Source: an optimization exercise on an open RTL-to-GDS flow (aim: a short achievable clock period, few clock cycles per item and low power). Production flows keep margins and buffers that such runs may drop.
In this exercise RTL edits were held to simulation tests only and were not proved equivalent to the original.
No activity file was given, so power comes from the tool's default toggle rates.

## riscv_hart_top
module riscv_hart_top #(
	parameter logic [XLEN-1:0] RESET_PC = 32'h0000_0000
) (
	input  logic            clock_bus_i,
	input  logic            reset_i,
	output logic [3:0]      exception_bus_o,
	output logic [XLEN-1:0] inst_addr_o,
	output logic            mem_req0_o,
	output logic [XLEN-1:0] mem_add0_o,
	input  logic [XLEN-1:0] mem_data0_i,
	input  logic            mem_done0_i,
	output logic            mem_req1_o,
	output logic            mem_rw1_o,
	output logic [XLEN-1:0] mem_add1_o,
	output logic [XLEN-1:0] mem_data1_o,
	input  logic [XLEN-1:0] mem_data1_i,
	input  logic            mem_done1_i,
	output logic            per_req_o,
	output logic            per_rw_o,
	output logic [XLEN-1:0] per_add_o,
	output logic [XLEN-1:0] per_data_o,
	input  logic [XLEN-1:0] per_data_i
);
For scale: roughly 4300 cells after synthesis, roughly 1300 flip-flops, roughly 0.068 mm2 of cells after synthesis.
clock: 9.0 ns
lec_check: 0
abc_clock_period_in_ps: 3000
cap_margin: 30
core_margin: 2
core_utilization: 40
cts_buf_list: sky130_fd_sc_hd__clkbuf_8
cts_cluster_diameter: 55
cts_cluster_size: 20
setup_slack_margin: 5
slew_margin: 30
run.sh (not shown) runs the stock make flow with config.mk's settings and CLKGATE_MAP_FILE= SYNTH_SCRIPT=/design/flow/synth_recipe.tcl, a recipe that flattens the netlist after the stock synthesis.
Testbench counts at the start, summed over its fixed seeds: cycles 31,496, instrs 15,403.
Edit:
- CTS_CLUSTER_DIAMETER: 55 -> 50
- CTS_CLUSTER_SIZE: 20 -> 16
What happened: Worst hold slack is worse by 12 ps; sequential cell count is unchanged; total power went up by 0.84%; setup slack is better by 56 ps.

---

oak:
Another version of the RTL of riscv_hart_top (not shown whole).
Size: ~4300 cells after synthesis, about 1300 flip-flops, about 300 I/O pins, ~68000 um2 of cells after synthesis.
clock: 9.0 ns
lec_check: 0
abc_clock_period_in_ps: 3000
cap_margin: 30
core_margin: 2
core_utilization: 40
cts_buf_list: sky130_fd_sc_hd__clkbuf_8
cts_cluster_diameter: 50
cts_cluster_size: 16
setup_slack_margin: 5
slew_margin: 30
standard.sh (not shown) runs the stock make flow with config.mk's settings and CLKGATE_MAP_FILE= SYNTH_SCRIPT=/design/flow/synth_recipe.tcl, a recipe that flattens the netlist after the stock synthesis.
==> flow/flow/run.sh <==
#!/bin/bash
set -euo pipefail
sed -e 's/SETUP_SLACK_MARGIN=[0-9.]*/SETUP_SLACK_MARGIN=5.5 BUFFER_PORTS_ARGS="-buffer_cell sky130_fd_sc_hd__buf_2"/' standard.sh > standard_custom.sh
grep -c BUFFER_PORTS_ARGS standard_custom.sh
bash standard_custom.sh > standard.log 2>&1
Testbench counts of oak, summed over its fixed seeds: cycles 31,480, instrs 15,403.
--- input diff oak..pine ---
==> flow/run.sh (new file) <==
#!/bin/bash
# synth_recipe.tcl (not shown) runs the flow's synth.tcl, then flattens the netlist and writes it again
# the make line also repeats each setting of config.mk as NAME=value (left out here)
make -C /OpenROAD-flow-scripts/flow DESIGN_CONFIG=/design/flow/config.mk WORK_HOME=/design/flow/orfs CLKGATE_MAP_FILE= SYNTH_SCRIPT=/design/flow/synth_recipe.tcl finish
diff --git a/flow/config.mk b/flow/config.mk
--- a/flow/config.mk
+++ b/flow/config.mk
@@ -7,0 +8 @@
+export ABC_AREA = 1
removed: flow/flow/run.sh
removed: flow/standard.sh
Results
In pine, worst setup slack is higher than in oak.
Summary of pine over oak: sequential power went up by about 0.9%; summed area of non-filler cells in the final layout flat.
pine ended with less data required time of the worst path than oak.
STATUS net switching power of the design: pine loses against oak
Worst hold slack after final layout (lower): oak
When pine is measured against oak, its number of antenna diodes turns out 5 lower.

---

job 2288:
Another version of the RTL of riscv_hart_top (not shown whole).
Size in the first run: ~4400 cells after synthesis, roughly 1300 flip-flops, roughly 300 I/O pins, about 68000 sq um of cells after synthesis.
make LEC_CHECK=0 CAP_MARGIN=20 CORE_MARGIN=2 CORE_UTILIZATION=40 SLEW_MARGIN=20 finish   # period 9.0 ns
run.sh (not shown) runs the stock make flow with config.mk's settings and CLKGATE_MAP_FILE= SYNTH_SCRIPT=/design/flow/synth_recipe.tcl, a recipe that flattens the netlist after the stock synthesis.
Stock flow here: none of the scripts above is used.
Job 2288 finished every stage and its layout cleared the timing, DRC and antenna checks.
Testbench counts of job 2288, summed over its fixed seeds: cycles 33,204, instrs 15,403.
For job 2200, these inputs were changed with respect to job 2288:
Settings: an added CTS_CLUSTER_SIZE of 16; an added CTS_BUF_LIST of sky130_fd_sc_hd__clkbuf_8; an added ABC_CLOCK_PERIOD_IN_PS of 3000; an added CTS_CLUSTER_DIAMETER of 50; an added SETUP_SLACK_MARGIN of 5; a change of CORE_UTILIZATION from 40 to 60.
### Flow results
- The flow for job 2200 finished, though final verification flagged max-capacitance violations, max-slew violations.
- Fraction of power consumed by combinational cells (higher): job 2200
- Measured against job 2200, the die outline width of job 2288 comes out at 1.2 times the reference value.
- Summary — routed length on met3, job 2200 relative to job 2288: higher, by 64%.
- In job 2200, the met3 usage came out 5.6 points above the value in job 2288.
- Relative to job 2288, final period utilization has gone down in job 2200.
- As of job 2200, final weighted congestion in routability-driven placement had risen slightly compared to job 2288.
- Net switching power across job 2288 and job 2200: no real change.
Here is what was changed in the inputs of job 7628 compared with job 2200.
Settings: swapping 16 for 10 in CTS_CLUSTER_SIZE; swapping sky130_fd_sc_hd__clkbuf_8 for sky130_fd_sc_hd__clkbuf_4 in CTS_BUF_LIST; swapping 50 for 40 in CTS_CLUSTER_DIAMETER.
STATUS run=job 7628 STAGES=ALL_DONE FINAL_CHECKS=FAILED CAUSE=max-capacitance violations, max-slew violations
Going from job 2200 to job 7628, total detailed-routing wirelength has increased; fmax has decreased.
Between job 2200 and job 7628, the flow reports cell count increasing slightly.
Looking at total power draw, job 7628 sits 390 uW lower than job 2200 does.
What job 2881 does differently from job 7628 at the input level:
Settings: clearing CTS_CLUSTER_SIZE, which used to be 10; clearing CTS_CLUSTER_DIAMETER, which used to be 40; swapping 60 for 40 in CORE_UTILIZATION.
[summary]
Job 2881: full flow OK, the timing, DRC and antenna checks passed. Comparing job 7628 and job 2881, the higher via density per instance is on job 7628. Job 2881 vs job 7628: die height up by more than 10%. Against job 7628, total power of the final layout in job 2881 rose by a little under 10%. The detailed-route wire length number comes out higher for job 2881 vs job 7628.
> inputs changed (job 2881 -> job 112)
Settings: clearing CTS_BUF_LIST, which used to be sky130_fd_sc_hd__clkbuf_4.
==> run summary <==
The critical path depth in job 112 was higher than what job 2881 gave. ~same clock-pin transition on the worst setup and hold timing paths in job 2881 and job 112. The hold slack number comes out lower for job 2881 vs job 112. Delta (job 112 minus job 2881): core utilization of the finished layout rose by 0.39 points, post-route fraction of the period consumed by the critical path stayed essentially flat, number of global-route vias before repair fell by 1797. [job 112 vs job 2881] worst setup slack: lower in job 112. Compared job 112 against job 2881; combinational power within noise.

---

Another version of the RTL of riscv_hart_top (not shown whole).
For scale: ~4400 cells after synthesis, roughly 1300 flip-flops, about 300 I/O pins, roughly 68000 µm² of cells after synthesis.
Settings: LEC_CHECK=0, ABC_CLOCK_PERIOD_IN_PS=3000, CAP_MARGIN=40, CORE_MARGIN=2, CORE_UTILIZATION=55, CTS_BUF_LIST=sky130_fd_sc_hd__clkbuf_8, CTS_CLUSTER_DIAMETER=50, CTS_CLUSTER_SIZE=16, SETUP_SLACK_MARGIN=5, SLEW_MARGIN=40; clock period 9.0 ns.
The starting point finished with timing, DRC and antenna clean.
Testbench counts at the start, summed over its fixed seeds: cycles 31,496, instrs 15,403.
Rerun with:
--- a/flow/config.mk
+++ b/flow/config.mk
@@ -7,10 +7,10 @@
 export LEC_CHECK = 0
 export ABC_CLOCK_PERIOD_IN_PS = 3000
-export CAP_MARGIN = 40
+export CAP_MARGIN = 30
 export CORE_MARGIN = 2
-export CORE_UTILIZATION = 55
+export CORE_UTILIZATION = 40
 export CTS_BUF_LIST = sky130_fd_sc_hd__clkbuf_8
 export CTS_CLUSTER_DIAMETER = 50
 export CTS_CLUSTER_SIZE = 16
 export SETUP_SLACK_MARGIN = 5
-export SLEW_MARGIN = 40
+export SLEW_MARGIN = 30
Final cell count goes up by 8.5%.
Sequential power barely changes.
Synthesized area is unchanged.
Worst setup slack gets worse by 0.0083 ns.
Wire length goes up by about 3%.
Critical path depth goes up by 4.

---

riscv_hart_top with an RTL version that a note above also has.
For scale: roughly 4,300 cells after synthesis, ~1,300 flip-flops, roughly 300 I/O pins, ~68,000 um^2 of cells after synthesis.
Settings: LEC_CHECK=0, ABC_CLOCK_PERIOD_IN_PS=3000, CAP_MARGIN=30, CORE_MARGIN=2, CORE_UTILIZATION=40, CTS_BUF_LIST=sky130_fd_sc_hd__clkbuf_8, CTS_CLUSTER_DIAMETER=50, CTS_CLUSTER_SIZE=16, SETUP_SLACK_MARGIN=5, SLEW_MARGIN=30, TNS_END_PERCENT=20; clock period 9.0 ns.
The first run completed without violations.
Testbench counts at the start, summed over its fixed seeds: cycles 31,480, instrs 15,403.
==> next run, changes <==
--- a/flow/config.mk
+++ b/flow/config.mk
@@ -15,3 +15,2 @@
 export SETUP_SLACK_MARGIN = 5
 export SLEW_MARGIN = 30
-export TNS_END_PERCENT = 20
Effect:
- clock skew goes down by 13 ps
- global-route usage rises by 0.20 points
- die area stays the same
- total power stays flat
- clock power went down by a few percent
- routed wire length grows slightly
- non-clock buffer count rose by 71
- via count grows slightly
- core utilization came out higher by 0.50 points
- register-to-register slack improved by 140 ps
- hold slack gets better by 7.0 ps

re-timing with driven ports:
Ports are ideal in the flow. The routed layouts listed here were re-timed in OpenROAD.
Step 1: set_driving_cell puts a clkbuf_16 on clock_bus_i and a buf_2 on each other input, an assumption about the parent block.
Step 2, shift: input delay + t, output delay - t, t = (earliest + latest rising clock arrival at the registers) / 2. This alone moves slack from input paths to output paths.
Three values: ideal, step 1, step 2; two values: the first two.
| run | t, ns | slack for setup (ns) | hold WS [ns] | worst slew at a driven data input, ns | cell pins on the clock port's net |
|---|---|---|---|---|---|
| the first run of note 1 | 0.938 | 4.970 / 4.956 / 4.084 | 0.445 / 0.445 / 0.445 | 0.32 | 1 |
| the second run of note 1 | 0.988 | 5.026 / 5.012 / 4.061 | 0.433 / 0.433 / 0.433 | 0.32 | 1 |
| oak | 0.978 | 4.921 / 4.950 / 3.972 | 0.457 / 0.457 / 0.457 | 0.07 | 1 |
| pine | 1.026 | 4.932 / 4.932 / 4.152 | 0.471 / 0.471 / 0.471 | 0.08 | 1 |
| job 2288 | 0.875 | 4.001 / 4.001 / 4.001 | 0.455 / 0.455 / 0.455 | 0.09 | 1 |
| job 2200 | 0.918 | 4.968 / 4.968 / 4.309 | 0.455 / 0.455 / 0.455 | 0.07 | 1 |
| job 7628 | 1.244 | 4.856 / 4.856 / 4.239 | 0.433 / 0.433 / 0.433 | 0.07 | 1 |
| job 2881 | 1.392 | 4.989 / 4.989 / 4.458 | 0.438 / 0.438 / 0.438 | 0.09 | 1 |
| job 112 | 0.887 | 4.981 / 4.981 / 4.426 | 0.457 / 0.457 / 0.457 | 0.09 | 1 |
| the first run of note 4 | 0.978 | 4.951 / 4.968 / 4.013 | 0.455 / 0.455 / 0.455 | 0.09 | 1 |
| the second run of note 4 | 0.993 | 4.943 / 4.943 / 3.979 | 0.457 / 0.457 / 0.457 | 0.08 | 1 |
| the first run of note 5 | 0.993 | 4.882 / 4.821 / 3.928 | 0.440 / 0.440 / 0.440 | 0.07 | 1 |
| the second run of note 5 | 0.984 | 4.859 / 4.891 / 3.907 | 0.447 / 0.447 / 0.447 | 0.06 | 1 |
For the second run of note 1, which loses most, drivers alone change the setup slack by -0.014 ns; drivers and shift together by -0.965 ns.
